This design comes from an exercise in tuning for small area, a short achievable clock period and few clock cycles on the open sky130 flow, not from production work.
No functional check of the RTL was part of any run shown here.

`constraint.sdc`:
```
create_clock -name core_clock -period 15.0 [get_ports {clk}]
set_input_delay 3.0000 -clock core_clock [delete_from_list [all_inputs] [get_ports {clk}]]
set_output_delay 3.0000 -clock core_clock [all_outputs]
set_load 0.01 [all_outputs]
```
`design.v`:
```
package rau_pkg;
	typedef enum logic [2:0] {
		OP_ADD  = 3'd0,
		OP_SUB  = 3'd1,
		OP_MUL  = 3'd2,
		OP_DIV  = 3'd3,
		OP_NEG  = 3'd4,
		OP_INV  = 3'd5,
		OP_NORM = 3'd6,
		OP_EQ   = 3'd7
	} op_t;
	typedef enum logic [1:0] {
		ST_OK   = 2'd0,
		ST_OVF  = 2'd1,
		ST_ZERO = 2'd2
	} status_t;
endpackage
import rau_pkg::*;
module rational_arithmetic_unit
#(
	parameter int OPERAND_WIDTH = 32
) (
	input  logic                            clk,
	input  logic                            arst_n,
	input  logic                            in_valid,
	output logic                            in_stall,
	input  logic [2:0]                      operation,
	input  logic signed [OPERAND_WIDTH-1:0] a_num,
	input  logic signed [OPERAND_WIDTH-1:0] a_den,
	input  logic signed [OPERAND_WIDTH-1:0] b_num,
	input  logic signed [OPERAND_WIDTH-1:0] b_den,
	output logic                            out_valid,
	input  logic                            out_stall,
	output logic signed [OPERAND_WIDTH-1:0] res_num,
	output logic signed [OPERAND_WIDTH-1:0] res_den,
	output logic                            is_equal,
	output logic [1:0]                      status
);
	logic st_idle, st_triv, st_mul1, st_comb, st_mul2, st_gcd, st_sum, st_fin;
	logic stall_q, ov_q;
	logic mmu_q, mmv_q;                  
	logic cadd_q;                        
	logic [2:0]  op_q;
	logic [31:0] r0_q, r1_q, r2_q, r3_q;  
	logic        zst_q;                  
	logic        same_q;                 
	logic [7:0]  pos_q, t2_q;            
	logic        first_q;                
	logic [5:0]  du_q, dv_q;             
	logic        sn_q, rs_q, ovf_q, fovf_q, fnz_q;
	logic        pv_q, pru_q, pgs_q;     
	logic [2:0]  psh_q;
	logic [63:0] u_q, v_q;
	logic        eq_q;
	logic [1:0]  st_q;
	function automatic logic [3:0] wide(input logic [31:0] x);
		wide[0] = (x[31:3]  != {29{x[31]}});
		wide[1] = (x[31:7]  != {25{x[31]}});
		wide[2] = (x[31:15] != {17{x[31]}});
		wide[3] = (x[31:23] != {9{x[31]}});
	endfunction
	function automatic logic [7:0] top_pos(input logic [3:0] w);
		top_pos = w[3] ? 8'h80 : w[2] ? 8'h20 : w[1] ? 8'h08 : w[0] ? 8'h02 : 8'h01;
	endfunction
	function automatic logic [2:0] ctz7(input logic [6:0] x);
		integer i;
		ctz7 = 3'd7;
		for (i = 6; i >= 0; i = i - 1)
			if (x[i]) ctz7 = i;
	endfunction
	function automatic logic [2:0] booth(input logic [2:0] b);
		case (b)
			3'b001, 3'b010: booth = 3'b001;
			3'b011:         booth = 3'b010;
			3'b100:         booth = 3'b110;
			3'b101, 3'b110: booth = 3'b101;
			default:        booth = 3'b000;
		endcase
	endfunction
	function automatic logic [5:0] bpair(input logic [31:0] m, input logic [7:0] p,
			input logic c);
		logic [32:0] e;
		logic [4:0]  f;
		logic [2:0]  h, l;
		integer j;
		e = {m, 1'b0};
		f = 5'd0;
		for (j = 0; j < 8; j = j + 1)
			f = f | (e[4*j +: 5] & {5{p[j]}});
		h = booth(f[4:2]);
		l = booth(f[2:0]);
		bpair = {h[2] ^ c, h[1:0], l[2] ^ c, l[1:0]};
	endfunction
	logic is_add, is_sub, is_mul, is_neg, is_norm, is_eq;
	always_comb begin
		is_add  = (op_q == OP_ADD) || (op_q == OP_SUB);
		is_sub  = (op_q == OP_SUB);
		is_mul  = (op_q == OP_MUL);
		is_neg  = (op_q == OP_NEG);
		is_norm = (op_q == OP_NORM);
		is_eq   = (op_q == OP_EQ);
	end
	logic        p_add, p_mul, p_div, p_neg, p_inv, p_norm, p_eq;
	logic        p_zero, p_triv, p_novf, p_same;
	logic [3:0]  p_wad, p_wbn, p_wbd;
	logic [7:0]  p_t1, p_t2;
	logic [31:0] p_mplu, p_mplv;
	logic [5:0]  p_du, p_dv;
	always_comb begin
		p_add  = (operation == OP_ADD) || (operation == OP_SUB);
		p_mul  = (operation == OP_MUL);
		p_div  = (operation == OP_DIV);
		p_neg  = (operation == OP_NEG);
		p_inv  = (operation == OP_INV);
		p_norm = (operation == OP_NORM);
		p_eq   = (operation == OP_EQ);
		p_zero = !p_eq && ((a_den == 32'd0) ||
			((p_add || p_mul || p_div) && b_den == 32'd0) ||
			(p_div && b_num == 32'd0) || (p_inv && a_num == 32'd0));
		p_novf = p_neg && (a_num == 32'h8000_0000);
		p_triv = p_zero || p_neg || p_inv || p_eq;
		p_same = p_add && (a_den == b_den);
		p_wad  = wide(a_den);
		p_wbn  = wide(b_num);
		p_wbd  = wide(b_den);
		p_t1   = (p_norm || p_same) ? 8'h01 : top_pos((p_add ? p_wad : p_wbn) | p_wbd);
		p_t2   = p_same ? 8'h01 : top_pos(p_wbd);
		p_mplu = p_mul ? b_num : b_den;
		p_mplv = p_mul ? b_den : p_add ? a_den : b_num;
		if (p_zero || p_eq || p_novf) begin
			p_du = 6'b000000;
			p_dv = 6'b000000;
		end else if (p_neg) begin
			p_du = 6'b000101;
			p_dv = 6'b000001;
		end else if (p_inv) begin
			p_du = 6'b000001;
			p_dv = 6'b000001;
		end else if (p_norm) begin
			p_du = {3'b000, a_num[31], 2'b01};
			p_dv = {3'b000, a_den[31], 2'b01};
		end else if (p_same) begin
			p_du = {3'b000, a_num[31], 2'b01};
			p_dv = {3'b000, b_num[31], 2'b01};
		end else begin
			p_du = bpair(p_mplu, p_t1, a_num[31] ^ p_mplu[31]);
			p_dv = bpair(p_mplv, p_t1, (p_add ? b_num[31] : a_den[31]) ^ p_mplv[31]);
		end
	end
	logic        mm_u, mm_v, comb_add, s_un, s_vn;
	logic [63:0] mh_u, ml_u, mh_v, ml_v, a_u, b_u, c_u, a_v, b_v, c_v;
	logic [63:0] cs_u, cc_u, cs_v, cc_v, x_u, y_u, x_v, y_v;
	logic [64:0] su, sv;
	always_comb begin
		mm_u = mmu_q;
		mm_v = mmv_q;
		s_un = r0_q[31] ^ r3_q[31];
		s_vn = r2_q[31] ^ r1_q[31] ^ is_sub;
		comb_add = st_comb && cadd_q;
		mh_u = du_q[4] ? {{31{r0_q[31]}}, r0_q, 1'b0} :
			du_q[3] ? {{32{r0_q[31]}}, r0_q} : 64'd0;
		ml_u = du_q[1] ? {{31{r0_q[31]}}, r0_q, 1'b0} :
			du_q[0] ? {{32{r0_q[31]}}, r0_q} : 64'd0;
		mh_v = dv_q[4] ? {{31{r1_q[31]}}, r1_q, 1'b0} :
			dv_q[3] ? {{32{r1_q[31]}}, r1_q} : 64'd0;
		ml_v = dv_q[1] ? {{31{r1_q[31]}}, r1_q, 1'b0} :
			dv_q[0] ? {{32{r1_q[31]}}, r1_q} : 64'd0;
		a_u = {first_q ? 60'd0 : u_q[59:0], 1'b0, du_q[5], 2'b00};
		b_u = {mh_u[61:0] ^ {62{du_q[5]}}, 2'b00};
		c_u = ml_u ^ {64{du_q[2]}};
		a_v = {first_q ? 60'd0 : v_q[59:0], 1'b0, dv_q[5], 2'b00};
		b_v = {mh_v[61:0] ^ {62{dv_q[5]}}, 2'b00};
		c_v = ml_v ^ {64{dv_q[2]}};
		cs_u = a_u ^ b_u ^ c_u;
		cc_u = {(a_u[62:0] & b_u[62:0]) | (a_u[62:0] & c_u[62:0]) | (b_u[62:0] & c_u[62:0]), 1'b0};
		cs_v = a_v ^ b_v ^ c_v;
		cc_v = {(a_v[62:0] & b_v[62:0]) | (a_v[62:0] & c_v[62:0]) | (b_v[62:0] & c_v[62:0]), 1'b0};
		x_u = mm_u ? cs_u : u_q;
		y_u = mm_u ? cc_u : comb_add ? v_q : ~v_q;
		x_v = mm_v ? cs_v : v_q;
		y_v = mm_v ? cc_v : ~u_q;
		su = {1'b0, x_u} + {1'b0, y_u} + {64'd0, mm_u ? du_q[2] : !comb_add};
		sv = {1'b0, x_v} + {1'b0, y_v} + {64'd0, mm_v ? dv_q[2] : 1'b1};
	end
	logic        u_odd, v_odd, uv_eq, u_zero, borrow, gcd_done;
	logic [6:0]  dlow;
	logic        both_odd, repl_u, repl_v, wr_u, wr_v, cof_u;
	logic [2:0]  sh, sh_u, sh_v, za, zb, cof_sh;
	logic [63:0] src_u, src_v, nu, nv;
	always_comb begin
		u_odd  = u_q[0];
		v_odd  = v_q[0];
		uv_eq  = (u_q == v_q);
		u_zero = (u_q == 64'd0);
		borrow = (u_q < v_q);
		dlow   = u_q[6:0] - v_q[6:0];
		gcd_done = u_zero || (u_odd && v_odd && uv_eq) || ovf_q;
		both_odd = u_odd && v_odd;
		repl_u = both_odd && !borrow;
		repl_v = both_odd && borrow;
		za     = u_odd ? 3'd0 : ctz7(u_q[6:0]);
		zb     = v_odd ? 3'd0 : ctz7(v_q[6:0]);
		sh     = ctz7(dlow);
		sh_u   = both_odd ? sh : za;
		sh_v   = both_odd ? sh : zb;
		wr_u   = both_odd ? repl_u : !u_odd;
		wr_v   = both_odd ? repl_v : !v_odd;
		cof_u  = both_odd ? repl_u : (za > zb);
		cof_sh = both_odd ? sh : (za > zb) ? za - zb : zb - za;
		src_u  = both_odd ? su[63:0] : u_q;
		src_v  = both_odd ? sv[63:0] : v_q;
		nu     = st_gcd ? (src_u >> sh_u) :
			(st_comb && !comb_add && borrow) ? sv[63:0] : su[63:0];
		nv     = st_gcd ? (src_v >> sh_v) : sv[63:0];
	end
	logic [31:0] x1, x2;
	logic [39:0] sh1, sh2;
	logic [32:0] sum1, sum2;
	logic        c_ovf, f_ovf;
	always_comb begin
		x1    = pru_q ? r0_q : r1_q;
		x2    = pru_q ? r2_q : r3_q;
		sh1   = {8'd0, x1} << psh_q;
		sh2   = {8'd0, x2} << psh_q;
		sum1  = {1'b0, r0_q} + {1'b0, r1_q};
		sum2  = {1'b0, r2_q} + {1'b0, r3_q};
		c_ovf = (sh1[39:32] != 8'd0) || (sh2[39:32] != 8'd0) ||
			(pgs_q && (sum1[32] || sum2[32]));
		f_ovf = ovf_q || sum1[32] || sum2[32] || sum2[31] ||
			(rs_q ? (sum1[31] && sum1[30:0] != 31'd0) : sum1[31]);
	end
	logic take, hold, init_cof, rs_new;
	logic n_idle, n_triv, n_mul1, n_comb, n_mul2, n_gcd, n_sum, n_fin, n_ov;
	logic [7:0] pos_m1;
	logic [5:0] dn_u, dn_v;
	assign take = in_valid && !stall_q;
	assign hold = ov_q && out_stall;    
	always_comb begin
		n_idle = st_idle; n_triv = st_triv; n_mul1 = st_mul1; n_comb = st_comb;
		n_mul2 = st_mul2; n_gcd = st_gcd; n_sum = st_sum; n_fin = st_fin;
		init_cof = 1'b0;
		if (st_idle || (st_triv && !hold) || st_fin) begin
			n_triv = take && p_triv;
			n_mul1 = take && !p_triv;
			n_idle = !take;
			n_fin  = 1'b0;
		end
		if (!hold) begin
			if (st_mul1 && pos_q[0]) begin
				n_mul1 = 1'b0;
				n_comb = is_add;
				n_gcd  = !is_add;
				init_cof = !is_add;
			end
			if (st_comb) begin
				n_comb = 1'b0;
				n_mul2 = 1'b1;
			end
			if (st_mul2 && pos_q[0]) begin
				n_mul2 = 1'b0;
				n_gcd  = 1'b1;
				init_cof = 1'b1;
			end
			if (st_gcd && gcd_done) begin
				n_gcd = 1'b0;
				n_sum = 1'b1;
			end
			if (st_sum) begin
				n_sum = 1'b0;
				n_fin = 1'b1;
			end
		end
		n_ov = (st_triv && !hold) || st_fin || (ov_q && out_stall);
		rs_new = is_norm ? (r0_q[31] ^ r1_q[31]) :
			is_add ? (sn_q ^ r1_q[31] ^ r3_q[31]) :
			(r0_q[31] ^ r1_q[31] ^ r2_q[31] ^ r3_q[31]);
	end
	logic [31:0] mpl_u, mpl_v;
	always_comb begin
		pos_m1 = {1'b0, pos_q[7:1]};
		mpl_u = is_mul ? r2_q : r3_q;
		mpl_v = (st_mul1 && !is_mul) ? r2_q : r3_q;
		dn_u = 6'b000000;
		dn_v = 6'b000000;
		if (st_mul1) begin
			dn_u = bpair(mpl_u, pos_m1, r0_q[31] ^ mpl_u[31]);
			dn_v = bpair(mpl_v, pos_m1, r1_q[31] ^ mpl_v[31]);
		end else if (st_comb && same_q) begin
			dn_v = {3'b000, r2_q[31], 2'b01};
		end else if (st_comb || st_mul2) begin
			dn_v = bpair(r3_q, st_comb ? pos_q : pos_m1,
				(st_comb ? r2_q[31] : r1_q[31]) ^ r3_q[31]);
		end else if (st_sum) begin
			dn_u = (f_ovf || fnz_q) ? 6'b000000 : rs_q ? 6'b000101 : 6'b000001;
			dn_v = f_ovf ? 6'b000000 : 6'b000001;
		end
	end
	always_ff @(posedge clk or negedge arst_n) begin
		if (!arst_n) begin
			st_idle <= 1'b1;
			st_triv <= 1'b0;
			st_mul1 <= 1'b0;
			st_comb <= 1'b0;
			st_mul2 <= 1'b0;
			st_gcd  <= 1'b0;
			st_sum  <= 1'b0;
			st_fin  <= 1'b0;
			ov_q    <= 1'b0;
			stall_q <= 1'b0;
			mmu_q   <= 1'b0;
			mmv_q   <= 1'b0;
		end else begin
			mmu_q   <= n_triv || n_mul1 || n_fin;
			mmv_q   <= n_triv || n_mul1 || n_mul2 || n_fin;
			st_idle <= n_idle;
			st_triv <= n_triv;
			st_mul1 <= n_mul1;
			st_comb <= n_comb;
			st_mul2 <= n_mul2;
			st_gcd  <= n_gcd;
			st_sum  <= n_sum;
			st_fin  <= n_fin;
			ov_q    <= n_ov;
			stall_q <= !(n_idle || n_fin || (n_triv && !n_ov));
		end
	end
	always_ff @(posedge clk) begin
		if (!hold) begin
			du_q <= dn_u;
			dv_q <= dn_v;
			cadd_q <= (s_un == s_vn);
			if (st_triv || st_mul1 || st_mul2 || st_fin) begin
				first_q <= 1'b0;
				v_q <= nv;
			end
			if (st_triv || st_mul1 || st_fin)
				u_q <= nu;
			if (st_mul1 || st_mul2)
				pos_q <= pos_m1;
			if (st_mul1 && pos_q[0])
				pos_q <= t2_q;
			if (st_triv) begin
				eq_q <= is_eq && (r0_q == r2_q) && (r1_q == r3_q);
				st_q <= zst_q ? ST_ZERO : is_neg && r0_q == 32'h8000_0000 ? ST_OVF : ST_OK;
			end
			if (st_comb) begin
				r1_q <= r2_q;
				u_q <= nu;
				sn_q <= (comb_add || !borrow) ? s_un : s_vn;
				first_q <= 1'b1;
			end
			if (st_gcd && pv_q) begin
				if (c_ovf) ovf_q <= 1'b1;
				if (pru_q) begin
					r0_q <= sh1[31:0];
					r2_q <= sh2[31:0];
					if (pgs_q) begin
						r1_q <= sum1[31:0];
						r3_q <= sum2[31:0];
					end
				end else begin
					r1_q <= sh1[31:0];
					r3_q <= sh2[31:0];
					if (pgs_q) begin
						r0_q <= sum1[31:0];
						r2_q <= sum2[31:0];
					end
				end
			end
			if (st_gcd) begin
				pv_q  <= !gcd_done && (both_odd || za != zb);
				pru_q <= cof_u;
				pgs_q <= both_odd;
				psh_q <= cof_sh;
				if (gcd_done) begin
					fnz_q <= u_zero;
				end else begin
					if (wr_u) u_q <= nu;
					if (wr_v) v_q <= nv;
				end
			end
			if (st_sum) begin
				r0_q <= sum1[31:0];
				r1_q <= sum2[31:0];
				fovf_q <= f_ovf;
				first_q <= 1'b1;
			end
			if (st_fin) begin
				eq_q <= 1'b0;
				st_q <= fovf_q ? ST_OVF : ST_OK;
			end
			if (init_cof) begin
				r0_q <= 32'd1;
				r1_q <= 32'd0;
				r2_q <= 32'd0;
				r3_q <= 32'd1;
				rs_q <= rs_new;
				ovf_q <= 1'b0;
				pv_q <= 1'b0;
			end
		end
		if (take) begin
			op_q  <= operation;
			r0_q  <= p_inv ? a_den : a_num;
			r1_q  <= p_inv ? a_num : p_add ? b_num : a_den;
			r2_q  <= p_add ? a_den : b_num;
			r3_q  <= b_den;
			zst_q <= p_zero;
			same_q <= p_same;
			pos_q <= p_t1;
			t2_q  <= p_t2;
			first_q <= 1'b1;
			du_q  <= p_du;
			dv_q  <= p_dv;
		end
	end
	assign in_stall  = stall_q;
	assign out_valid = ov_q;
	assign res_num   = u_q[31:0];
	assign res_den   = v_q[31:0];
	assign is_equal  = eq_q;
	assign status    = st_q;
endmodule
```
`flow/run.sh`:
```
#!/bin/bash
set -euo pipefail
cat flow/extra.mk >> config.mk
bash standard.sh > standard_flow.log 2>&1
```
`flow/extra.mk`:
```
export SETUP_SLACK_MARGIN = 8.5
export BUFFER_PORTS_ARGS = -buffer_cell sky130_fd_sc_hd__buf_4
```
`config.mk`:
```
export PLATFORM = sky130hd
export DESIGN_NAME = rational_arithmetic_unit
export DESIGN_NICKNAME = rational_arithmetic_unit
export VERILOG_FILES = /design/flow/design.v
export SDC_FILE = /design/flow/constraint.sdc
export NUM_CORES = 4
export LEC_CHECK = 0
export CAP_MARGIN = 20
export CORE_MARGIN = 2
export CORE_UTILIZATION = 25
export PLACE_DENSITY = 0.45
export SLEW_MARGIN = 20
export TNS_END_PERCENT = 5
export SETUP_SLACK_MARGIN = 8.5
export BUFFER_PORTS_ARGS = -buffer_cell sky130_fd_sc_hd__buf_4
```
`standard.sh`:
```
#!/bin/bash
# synth_recipe.tcl (not shown) runs the flow's synth.tcl, then flattens the netlist and writes it again
# the make line also repeats each setting of config.mk as NAME=value (left out here)
make -C /OpenROAD-flow-scripts/flow DESIGN_CONFIG=/design/flow/config.mk WORK_HOME=/design/flow/orfs CLKGATE_MAP_FILE= SYNTH_SCRIPT=/design/flow/synth_recipe.tcl "${@:-finish}"
```
==> impl_metrics.ini, run 1 <==
[outcome]
outcome = finished clean

[grt]
grt-ovfl-total = 0
grt_max_degree = 134
antenna_found_initial = 4
grt_pass1_wl_mm = 479.8
grt_pass1_vias = 60840
grtUsageTotal_pct = 28.73

[synthesis]
async_flop_share_pct = 3.822
ys.warnings.count = 1
netlist_area_um2 = 57050
synth_top_cell_by_area = edfxtp_1
synth_edf_count = 301
synth.most_common_cell = nand2_1
syn_inst = 7675
yosysSeqAreaShare_pct = 16.41
avgSynthCellArea_um2 = 7.434
synth.distinct_cells = 129
synth_commonest_cells = nand2_1, nor2_1, a21oi_1
synthTopCellsByArea = edfxtp_1, nand2_1, mux2i_1
synth-seq-cells = 314
synth_flop_cell = edfxtp_1
syn-num-nets = 8219
synth_top_area_share_pct = 15.84

[cells_and_area]
fillers = 24820
layout.nets = 8004
final_cell_area_um2 = 63300
seq_area_um2 = 9374
drive_gt1_share_pct = 11.17
final_cells = 10510
final_core_utilization_pct = 27.88
multiInputGateArea_um2 = 44680
area_delta_synth_final_pct = 10.94

[hold_path]
worstHoldStart = st_triv
hold_class = reg2reg

[detailed_routing]
viasPerCell = 6.012
drtIter0Drc = 7144
dr.pass1.iters = 8
wirelength_mm = 346.0
routedWlPerCell_um = 32.93
drcViolationCount = 0
vias = 63180
antenna_left = 0

[placement]
dpl_worst_slack_ns = 7.219
dp_hpwl_mm = 271.3
postPlaceCellArea_um2 = 61160
gp_congestion = 0.9919
placed_cells = 10400
io_buffers = 203

[clock_network]
cts.htree.levels = 2
cts_tree = built
clk_pin_slew_ns = 0.07
clkLatencyLatePin_ns = 0.71
clk_path_buf_depth = 3
cts_buffers = 48
clock_sinks = 314
cts-root-buf = clkbuf_16

[critical_path]
critical_path.top_delay_family = simple AND/OR/NAND/NOR gates
cpMaxStageDelayCell = nor4_1
slowest_delay_ns = 0.77
critical_path_class = in2reg
endpoint_kind = flip-flop
cp-start-kind = input pin
reg2reg_from = r0_q[23]
cpMostUsedCell = buf_4
crit_required_ns = 15.43
crit_path_start = b_num[10]
critical_path_buf_inv_count = 2
path_cells = buf_4, or4_1, nor4_1, o21ai_0, o32ai_2, nor4b_4, buf_4, a221o_1, or3b_2, ha_1, o31ai_1, xor2_1, o22ai_1
cp_max_fo = 6
worstPathArrival_ns = 6.93

[die]
die-width_um = 481.7
ios = 204
fp-row-count = 175
die_area_um2 = 232000
coreArea_um2 = 227100
initial_utilization_pct = 25.13
die_h_um = 481.7

[timing]
post-route-period-util_pct = 43.34
slew_headroom_pct = 20.69
hold_violations = 0
setup_viol = 0
rsz0062_at_grt = true
skew_ns = 0.06697
max_freq_ghz = 0.1538
slew_violations = 0
setup_slack_ns = 8.499
tightest_slew_ns = 1.188
layout_min_cycle_time_ns = 6.501
tns_ns = 0

[job]
maxCapViolCount = 0
## layout make-up
class,count,share of cell area (%)
Tap cell,3009,5.948
Multi-Input combinational cell,6524,70.59
Inverter,162,0.9844
Clock inverter,24,0.5950
Sequential cell,314,14.81
Clock buffer,60,2.032
Timing Repair Buffer,410,5.019
Antenna cell,6,0.02372
## kinds of logic (layout without fill, tap and decap cells)
kind of cell	count (synthesis)	in the layout	share of synthesized area [%]
AO/OA/AOI/OAI	2354	2354	26.44
flip-flops	314	314	16.41
AND/OR/NAND/NOR	2765	2765	21.81
multiplexers	524	524	11.10
adder cells (fa/ha/maj)	409	409	10.64
other	0	6	0
XOR/XNOR	472	472	7.283
buffers and inverters	837	656	6.323
## through the flow
step	hold slack (ns)
final	0.5756
after CTS	0.5794
after detailed placement	0.5633
after global placement	0.5563
after floorplan	0.4889
after global routing	0.5902
## sequential cells by signal, summed over array words and instances (netlist names), 2 cells and up
register,count
u_q,64
v_q,64
r0_q,32
r1_q,32
r2_q,32
r3_q,32
pos_q,8
du_q,6
dv_q,6
t2_q,5
op_q,3
psh_q,3
st_q,2
## cell usage in the layout (no fill, tap or decap), drive strengths merged, types with 54 or more instances in the layout
| master | Yosys | layout |
|---|---|---|
| and3 | 54 | 54 |
| mux2i | 358 | 358 |
| nand4 | 136 | 136 |
| buf | 221 | 409 |
| a211oi | 91 | 91 |
| fa | 127 | 127 |
| nor3 | 116 | 116 |
| o21ai | 586 | 586 |
| nand2 | 1209 | 1209 |
| nor4 | 87 | 87 |
| a21o | 93 | 93 |
| inv | 160 | 157 |
| a221oi | 55 | 55 |
| a31oi | 79 | 79 |
| nor2b | 56 | 56 |
| nor2 | 683 | 683 |
| edfxtp | 301 | 301 |
| ha | 282 | 282 |
| xnor2 | 335 | 335 |
| mux2 | 88 | 88 |
| a21oi | 678 | 678 |
| a22oi | 57 | 57 |
| xor2 | 136 | 136 |
| clkbuf | 452 | 61 |
| o211ai | 71 | 71 |
| nand2b | 114 | 114 |
| nand3 | 148 | 148 |
| o22ai | 155 | 155 |
| mux4 | 78 | 78 |
## timing repair
action / in CTS / in global routing
pin swaps: 2 / 2
hold buffers: 0 / 0
setup endpoints to repair: 85 / 85
gates resized for setup: 23 / 34
buffers inserted: 14 / 2
endpoints found under the hold margin: 0 / 0
## layer usage
metal | wire length (um) | track usage (%) | share of wire (%)
met1 | 129500 | 33.22 | 37
met2 | 161000 | 47.93 | 47
met3 | 23230 | 3.882 | 6.7
met4 | 32320 | 22.20 | 9.3
met5 | 0 | 0 | 0
## path summary, 6_finish.rpt
kind / slack, ns / cells past startpoint / end
hold reg to reg: 0.58 / 1 / st_triv
hold / removal: 0.58 / 1 / st_triv
setup / recovery: 8.50 / 13 / du_q[5]
max in group asynchronous: 12.59 / 1 / st_idle
setup reg to reg: 8.55 / 17 / u_q[32]
min in group asynchronous: 2.17 / 1 / ov_q
## worst register-to-register path, cell delays in order (launching register included)
cell	delay, ns
edfxtp_1	0.83
nand2_1	0.11
o21ai_0	0.24
xnor2_1	0.17
fa_1	0.45
a21oi_1	0.51
ha_1	0.36
nand4_1	0.25
nor3_1	0.49
nand2_1	0.28
a2111oi_4	0.57
nor2_1	0.22
xnor2_1	0.55
nand2_1	0.11
a32oi_1	0.35
mux2i_1	0.22
a221oi_1	0.39
o22a_1	0.17
==> run 2: changes to the inputs <==
--- a/design.v
+++ b/design.v
@@ -40,4 +40,2 @@
 	logic stall_q, ov_q;
-	logic mmu_q, mmv_q;                  
-	logic cadd_q;                        
 	logic [2:0]  op_q;
@@ -103,6 +101,7 @@
 	logic        p_add, p_mul, p_div, p_neg, p_inv, p_norm, p_eq;
-	logic        p_zero, p_triv, p_novf, p_same;
-	logic [3:0]  p_wad, p_wbn, p_wbd;
+	logic        p_zero, p_triv, p_novf;
+	logic [3:0]  p_wan, p_wad, p_wbn, p_wbd, p_wu, p_wv;
+	logic        p_swu, p_swv, p_same;
 	logic [7:0]  p_t1, p_t2;
-	logic [31:0] p_mplu, p_mplv;
+	logic [31:0] p_mplu, p_mplv, p_r0, p_r1, p_r2, p_r3;
 	logic [5:0]  p_du, p_dv;
@@ -121,3 +120,3 @@
 		p_triv = p_zero || p_neg || p_inv || p_eq;
-		p_same = p_add && (a_den == b_den);
+		p_wan  = wide(a_num);
 		p_wad  = wide(a_den);
@@ -125,6 +124,20 @@
 		p_wbd  = wide(b_den);
-		p_t1   = (p_norm || p_same) ? 8'h01 : top_pos((p_add ? p_wad : p_wbn) | p_wbd);
+		p_wu   = p_mul ? p_wbn : p_wbd;     
+		p_wv   = p_mul ? p_wbd : p_wbn;
+		p_swu  = (p_mul || p_div) && ((p_wu & ~p_wan) != 4'd0);
+		p_same = p_add && (a_den == b_den);
+		p_swv  = p_same || ((p_mul || p_div) && ((p_wv & ~p_wad) != 4'd0));
+		p_t1   = (p_norm || p_same) ? 8'h01 : (p_mul || p_div) ?
+			top_pos((p_wan & p_wu) | (p_wad & p_wv)) : top_pos(p_wu | p_wv);
 		p_t2   = p_same ? 8'h01 : top_pos(p_wbd);
-		p_mplu = p_mul ? b_num : b_den;
-		p_mplv = p_mul ? b_den : p_add ? a_den : b_num;
+		p_mplu = p_swu ? a_num : p_mul ? b_num : b_den;
+		p_mplv = p_swv ? a_den : p_mul ? b_den : b_num;
+		p_r0   = p_inv ? a_den : !p_swu ? a_num : p_mul ? b_num : b_den;
+		p_r1   = p_inv ? a_num : !p_swv ? a_den : p_mul ? b_den : b_num;
+		p_r2   = p_mplu;
+		p_r3   = p_mplv;
+		if (p_eq) begin
+			p_r2 = b_num;
+			p_r3 = b_den;
+		end
 		if (p_zero || p_eq || p_novf) begin
@@ -138,11 +151,8 @@
 			p_dv = 6'b000001;
-		end else if (p_norm) begin
-			p_du = {3'b000, a_num[31], 2'b01};
-			p_dv = {3'b000, a_den[31], 2'b01};
-		end else if (p_same) begin
-			p_du = {3'b000, a_num[31], 2'b01};
-			p_dv = {3'b000, b_num[31], 2'b01};
+		end else if (p_norm || p_same) begin
+			p_du = {3'b000, p_r0[31], 2'b01};
+			p_dv = {3'b000, p_r1[31], 2'b01};
 		end else begin
-			p_du = bpair(p_mplu, p_t1, a_num[31] ^ p_mplu[31]);
-			p_dv = bpair(p_mplv, p_t1, (p_add ? b_num[31] : a_den[31]) ^ p_mplv[31]);
+			p_du = bpair(p_mplu, p_t1, p_r0[31] ^ p_mplu[31]);
+			p_dv = bpair(p_mplv, p_t1, p_r1[31] ^ p_mplv[31]);
 		end
@@ -154,7 +164,7 @@
 	always_comb begin
-		mm_u = mmu_q;
-		mm_v = mmv_q;
-		s_un = r0_q[31] ^ r3_q[31];
-		s_vn = r2_q[31] ^ r1_q[31] ^ is_sub;
-		comb_add = st_comb && cadd_q;
+		mm_u = st_triv || st_mul1 || st_fin;
+		mm_v = st_triv || st_mul1 || st_mul2 || st_fin;
+		s_un = r0_q[31] ^ r2_q[31];
+		s_vn = r1_q[31] ^ r3_q[31] ^ is_sub;
+		comb_add = st_comb && (s_un == s_vn);
 		mh_u = du_q[4] ? {{31{r0_q[31]}}, r0_q, 1'b0} :
@@ -185,3 +195,2 @@
 	logic        u_odd, v_odd, uv_eq, u_zero, borrow, gcd_done;
-	logic [6:0]  dlow;
 	logic        both_odd, repl_u, repl_v, wr_u, wr_v, cof_u;
@@ -194,4 +203,3 @@
 		u_zero = (u_q == 64'd0);
-		borrow = (u_q < v_q);
-		dlow   = u_q[6:0] - v_q[6:0];
+		borrow = !su[64];
 		gcd_done = u_zero || (u_odd && v_odd && uv_eq) || ovf_q;
@@ -202,3 +210,3 @@
 		zb     = v_odd ? 3'd0 : ctz7(v_q[6:0]);
-		sh     = ctz7(dlow);
+		sh     = ctz7(su[6:0]);
 		sh_u   = both_odd ? sh : za;
@@ -274,3 +282,3 @@
 		rs_new = is_norm ? (r0_q[31] ^ r1_q[31]) :
-			is_add ? (sn_q ^ r1_q[31] ^ r3_q[31]) :
+			is_add ? (sn_q ^ r1_q[31] ^ r2_q[31]) :
 			(r0_q[31] ^ r1_q[31] ^ r2_q[31] ^ r3_q[31]);
@@ -280,4 +288,4 @@
 		pos_m1 = {1'b0, pos_q[7:1]};
-		mpl_u = is_mul ? r2_q : r3_q;
-		mpl_v = (st_mul1 && !is_mul) ? r2_q : r3_q;
+		mpl_u = r2_q;
+		mpl_v = r3_q;
 		dn_u = 6'b000000;
@@ -288,6 +296,5 @@
 		end else if (st_comb && same_q) begin
-			dn_v = {3'b000, r2_q[31], 2'b01};
+			dn_v = {3'b000, r3_q[31], 2'b01};
 		end else if (st_comb || st_mul2) begin
-			dn_v = bpair(r3_q, st_comb ? pos_q : pos_m1,
-				(st_comb ? r2_q[31] : r1_q[31]) ^ r3_q[31]);
+			dn_v = bpair(r2_q, st_comb ? pos_q : pos_m1, r1_q[31] ^ r2_q[31]);
 		end else if (st_sum) begin
@@ -309,7 +316,3 @@
 			stall_q <= 1'b0;
-			mmu_q   <= 1'b0;
-			mmv_q   <= 1'b0;
 		end else begin
-			mmu_q   <= n_triv || n_mul1 || n_fin;
-			mmv_q   <= n_triv || n_mul1 || n_mul2 || n_fin;
 			st_idle <= n_idle;
@@ -330,3 +333,2 @@
 			dv_q <= dn_v;
-			cadd_q <= (s_un == s_vn);
 			if (st_triv || st_mul1 || st_mul2 || st_fin) begin
@@ -346,3 +348,3 @@
 			if (st_comb) begin
-				r1_q <= r2_q;
+				if (same_q) r1_q <= r3_q;
 				u_q <= nu;
@@ -403,6 +405,6 @@
 			op_q  <= operation;
-			r0_q  <= p_inv ? a_den : a_num;
-			r1_q  <= p_inv ? a_num : p_add ? b_num : a_den;
-			r2_q  <= p_add ? a_den : b_num;
-			r3_q  <= b_den;
+			r0_q  <= p_r0;
+			r1_q  <= p_r1;
+			r2_q  <= p_r2;
+			r3_q  <= p_r3;
 			zst_q <= p_zero;
==> flow/run.sh (replaced) <==
#!/bin/bash
set -euo pipefail
MARGIN=$(cat flow/margin.txt)
printf 'export SETUP_SLACK_MARGIN = %s\n' "$MARGIN" >> config.mk
bash standard.sh > standard_flow.log 2>&1
==> flow/margin.txt (new file) <==
9.5
--- a/config.mk
+++ b/config.mk
@@ -13,3 +13,2 @@
 export TNS_END_PERCENT = 5
-export SETUP_SLACK_MARGIN = 8.5
-export BUFFER_PORTS_ARGS = -buffer_cell sky130_fd_sc_hd__buf_4
+export SETUP_SLACK_MARGIN = 9.5
removed: flow/extra.mk
==> run 2 against run 1 <==
Still clean; cell area increased by 4.2%; critical path depth increased by 5; clock skew increased by 0.0028 ns; global-route usage increased by 1.1 points.
==> impl_metrics.ini, run 2 <==
[outcome]
outcome = finished clean

[cells_and_area]
multiInputGateArea_um2 = 44590
area_delta_synth_final_pct = 18.72
drive_gt1_share_pct = 14.51
fillers = 24110
layout.nets = 8060
top_regs = u_q x64, v_q x64
mostFrequentLayoutCell = nand2_1
seq_area_um2 = 9293
layout_common_cells = nand2_1, a21oi_1, nor2_1

[synthesis]
async_flop_share_pct = 3.215
netlist_area_um2 = 55550
synth_top_area_share_pct = 16.22
synth_top_cell_by_area = edfxtp_1
synthTopCellsByArea = edfxtp_1, nand2_1, a21oi_1
ys.warnings.count = 1
synth-seq-cells = 311
synth_flop_cell = edfxtp_1
synth_commonest_cells = nand2_1, a21oi_1, nor2_1
syn_inst = 7677
avgSynthCellArea_um2 = 7.236
synth.distinct_cells = 110
yosysSeqAreaShare_pct = 16.71
synth_edf_count = 300
syn-num-nets = 8159
synth.most_common_cell = nand2_1

[clock_network]
clk_pin_slew_ns = 0.07
cts_tree = built
cts.htree.levels = 2
clk_path_buf_depth = 3
clock_sinks = 311
holdBufCountCts = 0
cts_buffers = 49
cts-root-buf = clkbuf_16
clkLatencyLatePin_ns = 0.73

[timing]
tightest_slew_ns = 1.101
layout_min_cycle_time_ns = 6.596
whs_ns = 0.5707
setup_slack_ns = 8.404
rsz0062_at_grt = true
tns_ns = 0
slew_headroom_pct = 26.61
post-route-period-util_pct = 43.97
setup_viol = 0
slew_violations = 0
skew_ns = 0.06979
max_freq_ghz = 0.1516
hold_violations = 0

[grt]
grtUsageTotal_pct = 29.79
grt-ovfl-total = 0
grt_pass1_vias = 60530
grt_max_degree = 114
antenna_found_initial = 14
grt_pass1_wl_mm = 482.7

[detailed_routing]
routedWlPerCell_um = 33.37
drtIter0Drc = 8895
drcViolationCount = 0
vias = 64640
wirelength_mm = 353.7
viasPerCell = 6.098
dr.pass1.iters = 7
antenna_left = 0

[critical_path]
endpoint_kind = flip-flop
critical_path_buf_inv_count = 5
cpMaxStageDelayCell = or4_4
worstPathArrival_ns = 7.02
cp-start-kind = input pin
path_cells = buf_2, nand4_1, nor3_2, o211ai_1, nor3b_4, buf_6, o22ai_4, mux2_4, a22oi_2, buf_6, buf_6, a211oi_2, or4_4, buf_6, ha_4, o31ai_4, xnor2_2, o221ai_2
critical_path.top_delay_family = simple AND/OR/NAND/NOR gates
cp_max_fo = 6
critical_path_class = in2reg
slowest_delay_ns = 0.60
crit_required_ns = 15.43
cpMostUsedCell = buf_6

[job]
maxCapViolCount = 0

[placement]
io_buffers = 203
dpl_worst_slack_ns = 5.627
gp_congestion = 0.9966
dp_hpwl_mm = 261.5

[die]
die_h_um = 475.4
coreArea_um2 = 221700
fp-row-count = 173
ios = 204
initial_utilization_pct = 25.06
die_area_um2 = 226000
die-width_um = 475.4

[hold_path]
hold_class = reg2reg
==> run 2: cell type report <==
type	instances	area share, %
multi-input combinational	6465	67.61
sequential	311	14.09
timing repair buffer	599	9.054
tap	2975	5.644
clock buffer	60	1.952
inverter	152	0.9354
clock inverter	30	0.6868
antenna	7	0.02656
==> run 2: worst min-delay path, delay by kind of cell, from the launching register on <==
kind	cells	cell delay (ns)
compound gates	1	0.08
flops	1	0.32
simple gates	1	0.05
==> run 2: cells by family (layout without fill, tap and decap cells) <==
logic type / after synthesis / count (layout) / synth area share, %
and+or+nand+nor: 2765 / 2771 / 22.00
AOI/OAI and AO/OA: 2398 / 2398 / 26.91
buffers and inverters: 907 / 841 / 6.908
xor gates and xnor gates: 525 / 525 / 8.278
muxes: 424 / 424 / 9.677
adders and majority gates: 347 / 347 / 9.519
DFF: 311 / 311 / 16.71
other: 0 / 7 / 0
==> run 2: metrics by stage <==
stage                     utilization (%)  cell area [um2]  instances
final                               29.75            65950      10600
after global routing                29.75            65930      10590
after global placement              27.09            60040      10310
after floorplan                         -            55800       7677
after CTS                           29.04            64370      10520
after detailed placement            27.09            60040      10310
==> run 2: path summary, 6_finish.rpt <==
check	start	end	slack, ns	cells after the start
min in group asynchronous	arst_n	ov_q	2.77	1
setup reg to reg	r1_q[31]	u_q[11]	8.78	22
hold reg to reg	fovf_q	st_q[0]	0.57	2
hold / removal	fovf_q	st_q[0]	0.57	2
setup / recovery	b_num[16]	dv_q[5]	8.40	18
max in group asynchronous	arst_n	st_gcd	11.66	1
==> run 2: what timing repair did <==
item,4_1_cts,5_1_grt
resized for setup,810,226
pin swaps,78,70
gates cloned,19,7
buffers inserted,101,65
endpoints found under the setup margin,282,279
==> run 2: layer usage <==
metal  part of all wire, %  vias to the layer above  wire (um)  global-route usage, %
met2                    44                     4289     154000                  46.60
met4                   7.7                       12      27210                  18.47
met1                    39                    31680     136800                  37.38
li1                      -                    27620          -                      -
met3                    10                     1039      35500                  6.182
met5                 0.021                        -         76                      0
==> run 3: changes to the inputs <==
--- a/design.v
+++ b/design.v
@@ -47,2 +47,3 @@
 	logic [5:0]  du_q, dv_q;             
+	logic        cadd_q;                 
 	logic        sn_q, rs_q, ovf_q, fovf_q, fnz_q;
@@ -81,3 +82,2 @@
 		logic [4:0]  f;
-		logic [2:0]  h, l;
 		integer j;
@@ -87,5 +87,3 @@
 			f = f | (e[4*j +: 5] & {5{p[j]}});
-		h = booth(f[4:2]);
-		l = booth(f[2:0]);
-		bpair = {h[2] ^ c, h[1:0], l[2] ^ c, l[1:0]};
+		bpair = {c, f};
 	endfunction
@@ -146,3 +144,3 @@
 		end else if (p_neg) begin
-			p_du = 6'b000101;
+			p_du = 6'b100001;
 			p_dv = 6'b000001;
@@ -152,4 +150,4 @@
 		end else if (p_norm || p_same) begin
-			p_du = {3'b000, p_r0[31], 2'b01};
-			p_dv = {3'b000, p_r1[31], 2'b01};
+			p_du = {p_r0[31], 5'b00001};
+			p_dv = {p_r1[31], 5'b00001};
 		end else begin
@@ -160,2 +158,3 @@
 	logic        mm_u, mm_v, comb_add, s_un, s_vn;
+	logic [2:0]  hu, lu, hv, lv;         
 	logic [63:0] mh_u, ml_u, mh_v, ml_v, a_u, b_u, c_u, a_v, b_v, c_v;
@@ -168,17 +167,25 @@
 		s_vn = r1_q[31] ^ r3_q[31] ^ is_sub;
-		comb_add = st_comb && (s_un == s_vn);
-		mh_u = du_q[4] ? {{31{r0_q[31]}}, r0_q, 1'b0} :
-			du_q[3] ? {{32{r0_q[31]}}, r0_q} : 64'd0;
-		ml_u = du_q[1] ? {{31{r0_q[31]}}, r0_q, 1'b0} :
-			du_q[0] ? {{32{r0_q[31]}}, r0_q} : 64'd0;
-		mh_v = dv_q[4] ? {{31{r1_q[31]}}, r1_q, 1'b0} :
-			dv_q[3] ? {{32{r1_q[31]}}, r1_q} : 64'd0;
-		ml_v = dv_q[1] ? {{31{r1_q[31]}}, r1_q, 1'b0} :
-			dv_q[0] ? {{32{r1_q[31]}}, r1_q} : 64'd0;
-		a_u = {first_q ? 60'd0 : u_q[59:0], 1'b0, du_q[5], 2'b00};
-		b_u = {mh_u[61:0] ^ {62{du_q[5]}}, 2'b00};
-		c_u = ml_u ^ {64{du_q[2]}};
-		a_v = {first_q ? 60'd0 : v_q[59:0], 1'b0, dv_q[5], 2'b00};
-		b_v = {mh_v[61:0] ^ {62{dv_q[5]}}, 2'b00};
-		c_v = ml_v ^ {64{dv_q[2]}};
+		comb_add = st_comb && cadd_q;
+		hu = booth(du_q[4:2]);
+		lu = booth(du_q[2:0]);
+		hv = booth(dv_q[4:2]);
+		lv = booth(dv_q[2:0]);
+		hu[2] = hu[2] ^ du_q[5];
+		lu[2] = lu[2] ^ du_q[5];
+		hv[2] = hv[2] ^ dv_q[5];
+		lv[2] = lv[2] ^ dv_q[5];
+		mh_u = hu[1] ? {{31{r0_q[31]}}, r0_q, 1'b0} :
+			hu[0] ? {{32{r0_q[31]}}, r0_q} : 64'd0;
+		ml_u = lu[1] ? {{31{r0_q[31]}}, r0_q, 1'b0} :
+			lu[0] ? {{32{r0_q[31]}}, r0_q} : 64'd0;
+		mh_v = hv[1] ? {{31{r1_q[31]}}, r1_q, 1'b0} :
+			hv[0] ? {{32{r1_q[31]}}, r1_q} : 64'd0;
+		ml_v = lv[1] ? {{31{r1_q[31]}}, r1_q, 1'b0} :
+			lv[0] ? {{32{r1_q[31]}}, r1_q} : 64'd0;
+		a_u = {first_q ? 60'd0 : u_q[59:0], 1'b0, hu[2], 2'b00};
+		b_u = {mh_u[61:0] ^ {62{hu[2]}}, 2'b00};
+		c_u = ml_u ^ {64{lu[2]}};
+		a_v = {first_q ? 60'd0 : v_q[59:0], 1'b0, hv[2], 2'b00};
+		b_v = {mh_v[61:0] ^ {62{hv[2]}}, 2'b00};
+		c_v = ml_v ^ {64{lv[2]}};
 		cs_u = a_u ^ b_u ^ c_u;
@@ -191,4 +198,4 @@
 		y_v = mm_v ? cc_v : ~u_q;
-		su = {1'b0, x_u} + {1'b0, y_u} + {64'd0, mm_u ? du_q[2] : !comb_add};
-		sv = {1'b0, x_v} + {1'b0, y_v} + {64'd0, mm_v ? dv_q[2] : 1'b1};
+		su = {1'b0, x_u} + {1'b0, y_u} + {64'd0, mm_u ? lu[2] : !comb_add};
+		sv = {1'b0, x_v} + {1'b0, y_v} + {64'd0, mm_v ? lv[2] : 1'b1};
 	end
@@ -296,3 +303,3 @@
 		end else if (st_comb && same_q) begin
-			dn_v = {3'b000, r3_q[31], 2'b01};
+			dn_v = {r3_q[31], 5'b00001};
 		end else if (st_comb || st_mul2) begin
@@ -300,3 +307,3 @@
 		end else if (st_sum) begin
-			dn_u = (f_ovf || fnz_q) ? 6'b000000 : rs_q ? 6'b000101 : 6'b000001;
+			dn_u = (f_ovf || fnz_q) ? 6'b000000 : {rs_q, 5'b00001};
 			dn_v = f_ovf ? 6'b000000 : 6'b000001;
@@ -333,2 +340,3 @@
 			dv_q <= dn_v;
+			cadd_q <= (s_un == s_vn);
 			if (st_triv || st_mul1 || st_mul2 || st_fin) begin
==> run 3 against run 2 <==
Area after synthesis decreased by 0.35%; highest routed layer unchanged; wire length up 1.1%; global-route usage up 0.46 points; count of clock-buffer cells in the layout down 5; utilization grew 1.1 points; via count barely moved; critical path type unchanged; cell area rose by 3.0%.
==> impl_metrics.ini, run 3 <==
[outcome]
outcome = finished clean

[detailed_routing]
antenna_left = 0
vias = 64690
viasPerCell = 6.204
dr.pass1.iters = 8
routedWlPerCell_um = 34.31
drcViolationCount = 0
wirelength_mm = 357.7
drtIter0Drc = 9070

[critical_path]
reg2reg_slack_ns = 8.73
cpMaxStageDelayCell = or4_4
reg2reg_to = v_q[22]
critical_path_class = in2reg
cp-start-kind = input pin
critical_path.top_delay_family = simple AND/OR/NAND/NOR gates
slowest_delay_ns = 0.59
endpoint_kind = flip-flop
cp_max_fo = 8
path_cells = buf_12, or4_4, or4_4, mux2_4, nor3_4, or4b_4, o2111ai_4, buf_12, buf_16, mux2_4, o22ai_4, nor3_4, or2_1, xnor2_2, o21ai_1
reg2regPathDepth = 30
crit_required_ns = 15.41
worstPathArrival_ns = 6.74
reg2reg_from = du_q[1]
critical_path_buf_inv_count = 3

[clock_network]
cts_buffers = 49
clock_sinks = 312
clk_path_buf_depth = 3
cts-root-buf = clkbuf_16
clkLatencyLatePin_ns = 0.72
clk_pin_slew_ns = 0.07
cts.htree.levels = 2
cts_tree = built
holdBufCountCts = 0

[grt]
grt_pass1_vias = 60700
grt_pass1_wl_mm = 487.7
grt_max_degree = 136
grt-ovfl-total = 0
grtUsageTotal_pct = 30.25
antenna_found_initial = 21

[die]
initial_utilization_pct = 25.17
die-width_um = 474.5
die_h_um = 474.5
fp-row-count = 172
die_area_um2 = 225200
ios = 204
coreArea_um2 = 219900

[synthesis]
ys.warnings.count = 1
synth_commonest_cells = nand2_1, a21oi_1, nor2_1
syn_inst = 7422
synth_top_area_share_pct = 16.33
avgSynthCellArea_um2 = 7.458
synth.distinct_cells = 109
synth_edf_count = 301
netlist_area_um2 = 55350
synth_flop_cell = edfxtp_1
synth-seq-cells = 312
yosysSeqAreaShare_pct = 16.82
async_flop_share_pct = 3.205
synthTopCellsByArea = edfxtp_1, a21oi_1, nand2_1
syn-num-nets = 7884
synth.most_common_cell = nand2_1
synth_top_cell_by_area = edfxtp_1

[timing]
post-route-period-util_pct = 42.22
tns_ns = 0
layout_min_cycle_time_ns = 6.333
setup_viol = 0
tightest_slew_ns = 1.216
hold_violations = 0
rsz0062_at_grt = true
slew_violations = 0
max_freq_ghz = 0.1579
whs_ns = 0.5235
skew_ns = 0.06842
slew_headroom_pct = 18.27

[placement]
dp_hpwl_mm = 261.9
gp_congestion = 0.9993
io_buffers = 203

[cells_and_area]
area_delta_synth_final_pct = 22.71
drive_gt1_share_pct = 17.19
mostFrequentLayoutCell = nand2_1
layout.nets = 7884
layout_common_cells = nand2_1, a21oi_1, nor2_1
top_regs = u_q x64, v_q x64

[hold_path]
min_to = st_fin
worstHoldStart = st_sum
hold_path_depth = 2
hold_class = reg2reg

[job]
maxCapViolCount = 0
## run 3: changes by cell type in the layout (fill, tap and decap cells not counted), sizes merged, moves of 34 or more
| cell | delta |
|---|---|
| nand2 | -367 |
| o21ai | -187 |
| a22oi | +128 |
| a21oi | +44 |
| xnor2 | +42 |
| a211oi | +40 |
| nor3 | +40 |
| xor2 | -38 |
| nor2 | +36 |
| buf | +34 |
| dlymetal6s2s | +34 |
| inv | -34 |
## run 3: cell families (layout without fill, tap and decap cells)
kind of cell | after synthesis | count (layout) | share of synthesized area, %
buffers and inverters | 853 | 886 | 6.458
other | 0 | 7 | 0
AO/OA/AOI/OAI | 2481 | 2487 | 28.78
multiplexers | 436 | 436 | 10.04
adder cells (fa/ha/maj) | 327 | 327 | 9.100
XOR/XNOR | 529 | 529 | 8.370
flip-flops | 312 | 312 | 16.82
AND/OR/NAND/NOR | 2484 | 2485 | 20.43
## run 3: through the flow
stage	setup slack [ns]	util [%]	instances	cell area (um2)
after floorplan	8.682	-	7422	55500
after global placement	5.941	27.26	10040	59950
after detailed placement	6.122	27.26	10040	59960
after CTS	8.670	30.23	10360	66490
after global routing	8.610	30.88	10420	67910
final	8.667	30.88	10430	67930
## run 3: cell type report
class                           count  area (um2)
Fill cell                       23780      152000
Multi-Input combinational cell   6264       45330
Sequential cell                   312        9320
Timing Repair Buffer              678        7302
Tap cell                         2958        3701
Clock buffer                       55        1290
Clock inverter                     36       490.5
Inverter                          117       474.2
Antenna cell                        7       17.52
## run 3: timing repair
item / CTS / global route
setup buffers: 197 / 49
pin swaps: 128 / 87
setup endpoints to repair: 339 / 340
gates resized for setup: 672 / 342
cloned: 35 / 7
## run 3: metal layers
layer	vias up	global-route usage (%)	wire length (um)
li1	27550	-	-
met1	31870	38.54	140600
met2	4281	46.01	152300
met3	970	6.727	36630
met4	14	19.23	28080
met5	-	0	99
## run 3: tightest hold or removal path, stage by stage (launching register included)
cell	delay, ns
dfrtp_2	0.35
inv_1	0.06
nor2_1	0.09
## run 3: worst max-delay path by stage
stage                         start       to  slack, ns  cells past startpoint
after floorplan           a_den[22]  dv_q[5]       8.68                     12
after global placement      st_mul1  v_q[39]       5.94                     18
after detailed placement  a_num[19]  du_q[0]       6.12                     13
after CTS                 a_den[12]  dv_q[5]       8.67                     15
after global routing      a_den[21]  dv_q[5]       8.61                     15
final                     a_den[21]  dv_q[5]       8.67                     15
==> run 4: changes to the inputs <==
--- a/design.v
+++ b/design.v
@@ -124,7 +124,6 @@
 		p_wv   = p_mul ? p_wbd : p_wbn;
-		p_swu  = (p_mul || p_div) && ((p_wu & ~p_wan) != 4'd0);
+		p_swu  = 1'b0;
 		p_same = p_add && (a_den == b_den);
-		p_swv  = p_same || ((p_mul || p_div) && ((p_wv & ~p_wad) != 4'd0));
-		p_t1   = (p_norm || p_same) ? 8'h01 : (p_mul || p_div) ?
-			top_pos((p_wan & p_wu) | (p_wad & p_wv)) : top_pos(p_wu | p_wv);
+		p_swv  = p_same;
+		p_t1   = (p_norm || p_same) ? 8'h01 : top_pos(p_wu | p_wv);
 		p_t2   = p_same ? 8'h01 : top_pos(p_wbd);
==> run 4 against run 3 <==
Wire length shrank 0.40%; critical endpoint is now r3_q[5].
==> impl_metrics.ini, run 4 <==
[timing]
max_freq_ghz = 0.1708
whs_ns = 0.5501
hold_violations = 0
setup_viol = 0
rsz0062_at_grt = true
tns_ns = 0
layout_min_cycle_time_ns = 5.856
slew_violations = 0
tightest_slew_ns = 1.337
post-route-period-util_pct = 39.04
slew_headroom_pct = 10.52
skew_ns = 0.03792

[clock_network]
clkLatencyLatePin_ns = 0.67
cts_tree = built
cts_buffers = 48
clk_pin_slew_ns = 0.06
clk_path_buf_depth = 3
cts.htree.levels = 2
clock_sinks = 312
cts-root-buf = clkbuf_16
holdBufCountCts = 0

[die]
ios = 204
die-width_um = 473.4
die_area_um2 = 224100
initial_utilization_pct = 25.11
die_h_um = 473.4
fp-row-count = 172
coreArea_um2 = 219300

[detailed_routing]
antenna_left = 0
drcViolationCount = 0
routedWlPerCell_um = 34.22
drtIter0Drc = 9095
vias = 65400
dr.pass1.iters = 10
wirelength_mm = 356.3
viasPerCell = 6.282

[critical_path]
crit_required_ns = 15.39
crit_path_start = a_den[13]
slowest_delay_ns = 0.75
reg2regPathDepth = 21
reg2reg_from = du_q[2]
path_cells = clkdlybuf4s50_1, xor2_1, nor4_2, nand4_1, buf_4, or4_2, o21ai_2, nor2_1, a21oi_2, o22ai_1
cp-start-kind = input pin
critical_path_class = in2reg
endpoint_kind = flip-flop
cpMaxStageDelayCell = or4_2
worstPathArrival_ns = 6.25
cp_max_fo = 5

[synthesis]
ys.warnings.count = 1
avgSynthCellArea_um2 = 7.434
synth-seq-cells = 312
yosysSeqAreaShare_pct = 16.90
synth_top_cell_by_area = edfxtp_1
syn_inst = 7409
synth_commonest_cells = nand2_1, a21oi_1, nor2_1
synth.distinct_cells = 109
async_flop_share_pct = 3.205
syn-num-nets = 7868
synth_edf_count = 301
synthTopCellsByArea = edfxtp_1, nand2_1, a21oi_1
synth_top_area_share_pct = 16.41
synth.most_common_cell = nand2_1
synth_flop_cell = edfxtp_1
netlist_area_um2 = 55080

[grt]
grtUsageTotal_pct = 29.80
grt_pass1_vias = 61550
grt_max_degree = 113
antenna_found_initial = 21
grt_pass1_wl_mm = 483.1
grt-ovfl-total = 0

[job]
maxCapViolCount = 0

[cells_and_area]
seq_area_um2 = 9324
layout.nets = 7945
mostFrequentLayoutCell = nand2_1
multiInputGateArea_um2 = 46810
top_regs = u_q x64, v_q x64
area_delta_synth_final_pct = 26.27
layout_common_cells = nand2_1, nor2_1, a21oi_1
drive_gt1_share_pct = 19.79
fillers = 23360
final_core_utilization_pct = 31.71

[hold_path]
hold_class = reg2reg
worstHoldStart = st_sum
hold_path_depth = 2

[placement]
gp_congestion = 1.002
io_buffers = 203
dp_hpwl_mm = 261.5

[outcome]
outcome = finished clean
[run 4: stage by stage]
step	cells	worst slack, ns	area, um2
floorplan	7409	8.317	55170
global placement	9966	6.749	59650
detailed placement	9966	6.722	59670
CTS	10240	9.313	66030
global route	10400	9.119	69510
finish	10410	9.144	69540
[run 4: area by class of cell]
class,instances,share of cell area (%)
inverter,109,0.5973
clock buffer,55,1.796
timing repair buffer,761,11.16
tap,2871,5.165
antenna,14,0.05038
sequential,312,13.41
multi-input combinational,6254,67.31
clock inverter,34,0.5110
[run 4: layer usage]
layer | vias up | part of all wire, % | GRT usage (%)
met5 | - | 0.022 | 0
met4 | 12 | 9.1 | 21.89
met3 | 1158 | 9.1 | 4.547
met2 | 4449 | 43 | 46.37
met1 | 32210 | 38 | 37.32
li1 | 27560 | - | -
[run 4: path summary, 6_finish.rpt]
| check | endpoint | slack [ns] |
|---|---|---|
| setup / recovery | r3_q[5] | 9.14 |
| hold / removal | st_fin | 0.55 |
| setup reg to reg | u_q[9] | 9.20 |
| hold reg to reg | st_fin | 0.55 |
| max in group asynchronous | st_mul1 | 11.82 |
| min in group asynchronous | st_gcd | 2.73 |
[run 4: logic make-up after synthesis]
kind of cell    synth area share [%]
simple gates                   21.21
compound gates                 28.22
buf+inv                        6.577
xor+xnor                       7.999
mux                            10.01
fa+ha+maj                      9.078
flops                          16.90
[run 4: critical path, delay by kind of cell]
family / cells / cell delay (ns)
AND/OR/NAND/NOR: 4 / 1.34
AO/OA/AOI/OAI: 3 / 0.89
buffers and inverters: 2 / 0.77
XOR/XNOR: 1 / 0.24
[run 4: timing repair]
| action | CTS | global route |
|---|---|---|
| setup endpoints to repair | 273 | 341 |
| setup buffers | 152 | 140 |
| resized for setup | 665 | 412 |
| endpoints found under the hold margin | 0 | 0 |
| pin swaps | 112 | 153 |
| gates cloned | 29 | 20 |
==> run 5: changes to the inputs <==
--- a/design.v
+++ b/design.v
@@ -40,2 +40,3 @@
 	logic stall_q, ov_q;
+	logic mmu_q, mmv_q;                  
 	logic [2:0]  op_q;
@@ -162,4 +163,4 @@
 	always_comb begin
-		mm_u = st_triv || st_mul1 || st_fin;
-		mm_v = st_triv || st_mul1 || st_mul2 || st_fin;
+		mm_u = mmu_q;
+		mm_v = mmv_q;
 		s_un = r0_q[31] ^ r2_q[31];
@@ -322,3 +323,7 @@
 			stall_q <= 1'b0;
+			mmu_q   <= 1'b0;
+			mmv_q   <= 1'b0;
 		end else begin
+			mmu_q   <= n_triv || n_mul1 || n_fin;
+			mmv_q   <= n_triv || n_mul1 || n_mul2 || n_fin;
 			st_idle <= n_idle;
==> run 5 against run 4 <==
Cell area up 1.3%; flip-flop and latch count grew 2; critical endpoint is now v_q[34]; hold slack better by 0.067 ns; area after synthesis is 0.35% higher; wire length is 1.8% lower; synthesized cell count shrank 1.7%; highest routed layer unchanged; still clean; cell count fell by 0.34%.
==> impl_metrics.ini, run 5 <==
[critical_path]
cpMostUsedCell = buf_12
crit_required_ns = 15.42
endpoint_kind = flip-flop
path_cells = nor2_2, nand2_4, o21ai_4, buf_12, bufbuf_16, a22oi_1, xnor2_1, fa_1, a21oi_1, ha_2, o21a_1, o31a_4, o31ai_4, nand2_2, buf_12, mux2i_1, nor2_1, a221o_1, mux2_2, a222oi_1, a21bo_2
cp_max_fo = 23
reg2reg_from = du_q[0]
critical_path_class = reg2reg
cpMaxStageDelayCell = o31ai_4
crit_path_start = du_q[0]
worstPathArrival_ns = 6.18
slowest_delay_ns = 0.49
cp-start-kind = flip-flop

[timing]
rsz0062_at_grt = true
setup_viol = 0
max_freq_ghz = 0.1736
post-route-period-util_pct = 38.40
slew_violations = 0
skew_ns = 0.04704
hold_violations = 0
tns_ns = 0
tightest_slew_ns = 1.191
setup_slack_ns = 9.240
layout_min_cycle_time_ns = 5.760
slew_headroom_pct = 19.97

[grt]
grt_pass1_wl_mm = 479.1
use_met3_pct = 6.636
antenna_found_initial = 27
grt-ovfl-total = 0
grt-busiest-layer = met2
met2_usage_pct = 45.07
grt_pass1_vias = 60860
grtUsageTotal_pct = 29.50
grt_max_degree = 155
grt_use_met1_pct = 36.46

[clock_network]
cts.htree.levels = 2
cts_buffers = 46
clk_pin_slew_ns = 0.06
clkLatencyLatePin_ns = 0.68
cts_tree = built
clk_path_buf_depth = 3
clock_sinks = 314
cts-root-buf = clkbuf_16

[placement]
dpl_worst_slack_ns = 7.245
io_buffers = 203
dp_hpwl_mm = 254.3
gp_congestion = 0.9759

[synthesis]
synth_top_area_share_pct = 16.35
synth_top_cell_by_area = edfxtp_1
synth.distinct_cells = 107
syn-num-nets = 7741
avgSynthCellArea_um2 = 7.590
ys.warnings.count = 1
synthTopCellsByArea = edfxtp_1, a21oi_1, nand2_1
netlist_area_um2 = 55270
synth_commonest_cells = nand2_1, a21oi_1, nor2_1
synth-seq-cells = 314
syn_inst = 7282
synth.most_common_cell = nand2_1
synth_flop_cell = edfxtp_1
yosysSeqAreaShare_pct = 16.94
synth_edf_count = 301
async_flop_share_pct = 3.822

[cells_and_area]
fillers = 23220
layout.nets = 7828
top_regs = u_q x64, v_q x64
layout_common_cells = nand2_1, nor2_1, a21oi_1
drive_gt1_share_pct = 21.47
area_delta_synth_final_pct = 27.44
mostFrequentLayoutCell = nand2_1

[detailed_routing]
wirelength_mm = 349.9
vias = 64890
routedWlPerCell_um = 33.72
drcViolationCount = 0
dr.pass1.iters = 7
drtIter0Drc = 9007
viasPerCell = 6.255
antenna_left = 0

[die]
coreArea_um2 = 219700
die_h_um = 474.2
fp-row-count = 172
die_area_um2 = 224900
initial_utilization_pct = 25.15
die-width_um = 474.2
ios = 204

[outcome]
outcome = finished clean

[hold_path]
hold_class = reg2reg
worstHoldStart = t2_q[7]

[job]
maxCapViolCount = 0
==> run 5: cell types whose count changed after synthesis, moves of 18 or more <==
cell      delta
mux2_2      +93
nand2_1    -215
a21oi_1     -19
buf_2       +25
xor2_1      -19
o21ai_0     -33
o22a_1      -19
clkbuf_1    -27
mux2i_1     -18
xnor2_1     +18
==> run 5: cell type report <==
type | count | area [um2] | area share, %
multi-input combinational | 6101 | 46990 | 66.71
sequential | 314 | 9373 | 13.31
timing repair buffer | 784 | 8288 | 11.77
tap | 2958 | 3701 | 5.255
clock buffer | 56 | 1189 | 1.688
inverter | 122 | 495.5 | 0.7034
clock inverter | 30 | 377.9 | 0.5365
antenna | 10 | 25.02 | 0.03553
==> run 5: path summary, 6_finish.rpt <==
| kind | end | slack [ns] | cells past startpoint |
|---|---|---|---|
| max in group asynchronous | mmv_q | 11.53 | 1 |
| min in group asynchronous | mmu_q | 2.84 | 1 |
| max reg2reg | v_q[34] | 9.24 | 21 |
| min | pos_q[7] | 0.62 | 2 |
| max | v_q[34] | 9.24 | 21 |
| min reg2reg | pos_q[7] | 0.62 | 2 |
==> run 5: repair_timing <==
action | CTS | global route
endpoints found under the setup margin | 293 | 200
resized for setup | 713 | 307
pin swaps | 172 | 165
hold buffers | 0 | 0
setup buffers | 254 | 105
gates cloned | 32 | 8
==> run 5: cells by family after synthesis <==
group           after synthesis  synth area share, %
mux                         514                11.44
flops                       314                16.94
fa+ha+maj                   324                9.046
compound gates             2428                28.65
simple gates               2329                19.36
xor+xnor                    502                7.955
buf+inv                     871                6.610
==> run 5: routing by layer <==
layer	share of wire, %	vias up
met2	43	4444
met4	9.0	14
li1	-	27380
met3	10	1064
met1	38	31990
met5	0.043	-
==> run 5: critical path, delay by kind of cell, from the launching register on <==
kind                     cells  cell delay, ns
multiplexers                 2            0.47
AND/OR/NAND/NOR              4            0.54
XOR/XNOR                     1            0.33
buffers and inverters        3            0.70
AO/OA/AOI/OAI                9            2.20
adder cells (fa/ha/maj)      2            0.81
flip-flops                   1            0.45
==> run 5: through the flow <==
step           hold WS [ns]  instances  cell area (um2)  util (%)
6_report             0.6167      10380            70440     32.06
5_1_grt              0.6686      10370            70410     32.04
4_1_cts              0.6295      10250            67850     30.88
3_5_place_dp         0.6142       9879            59980     27.30
3_3_place_gp         0.6155       9877            59940     27.28
2_1_floorplan        0.4927       7282            55870         -

[what the ideal ports hide]
Ports are ideal in the flow. The routed layouts listed here were re-timed in OpenROAD.
Step 1 (the two cells are an assumption about what drives the block):
set clk [get_ports {clk}]
set_driving_cell -lib_cell sky130_fd_sc_hd__clkbuf_16 $clk
set_driving_cell -lib_cell sky130_fd_sc_hd__buf_2 [delete_from_list [all_inputs] $clk]
Step 2 moves the port delays by t, midway between the first and last clock arrival at a register: inputs arrive t later, outputs are due t later. That takes back most of the time a late clock gives input paths.
Three values: ideal ports, drivers, drivers and shift; two values: the first two.
run | shift t [ns] | setup WS [ns] | hold WS [ns] | slew at the worst register clock pin (ns) | pins driven straight from the clock port
run 1 | 0.756 | 8.499 / 8.547 / 7.794 | 0.576 / 0.576 / 0.576 | 0.07 / 0.07 | 1
run 2 | 0.780 | 8.404 / 8.446 / 7.666 | 0.571 / 0.571 / 0.571 | 0.07 / 0.07 | 1
run 3 | 0.761 | 8.667 / 8.692 / 7.931 | 0.523 / 0.523 / 0.523 | 0.07 / 0.07 | 1
run 4 | 0.735 | 9.144 / 9.200 / 8.465 | 0.550 / 0.550 / 0.550 | 0.07 / 0.07 | 1
run 5 | 0.734 | 9.240 / 9.240 / 8.590 | 0.617 / 0.617 / 0.617 | 0.07 / 0.07 | 1
After both steps every run listed still meets setup and hold. For run 2, which loses most, drivers alone change the setup slack by +0.042 ns; drivers and shift together by -0.738 ns.
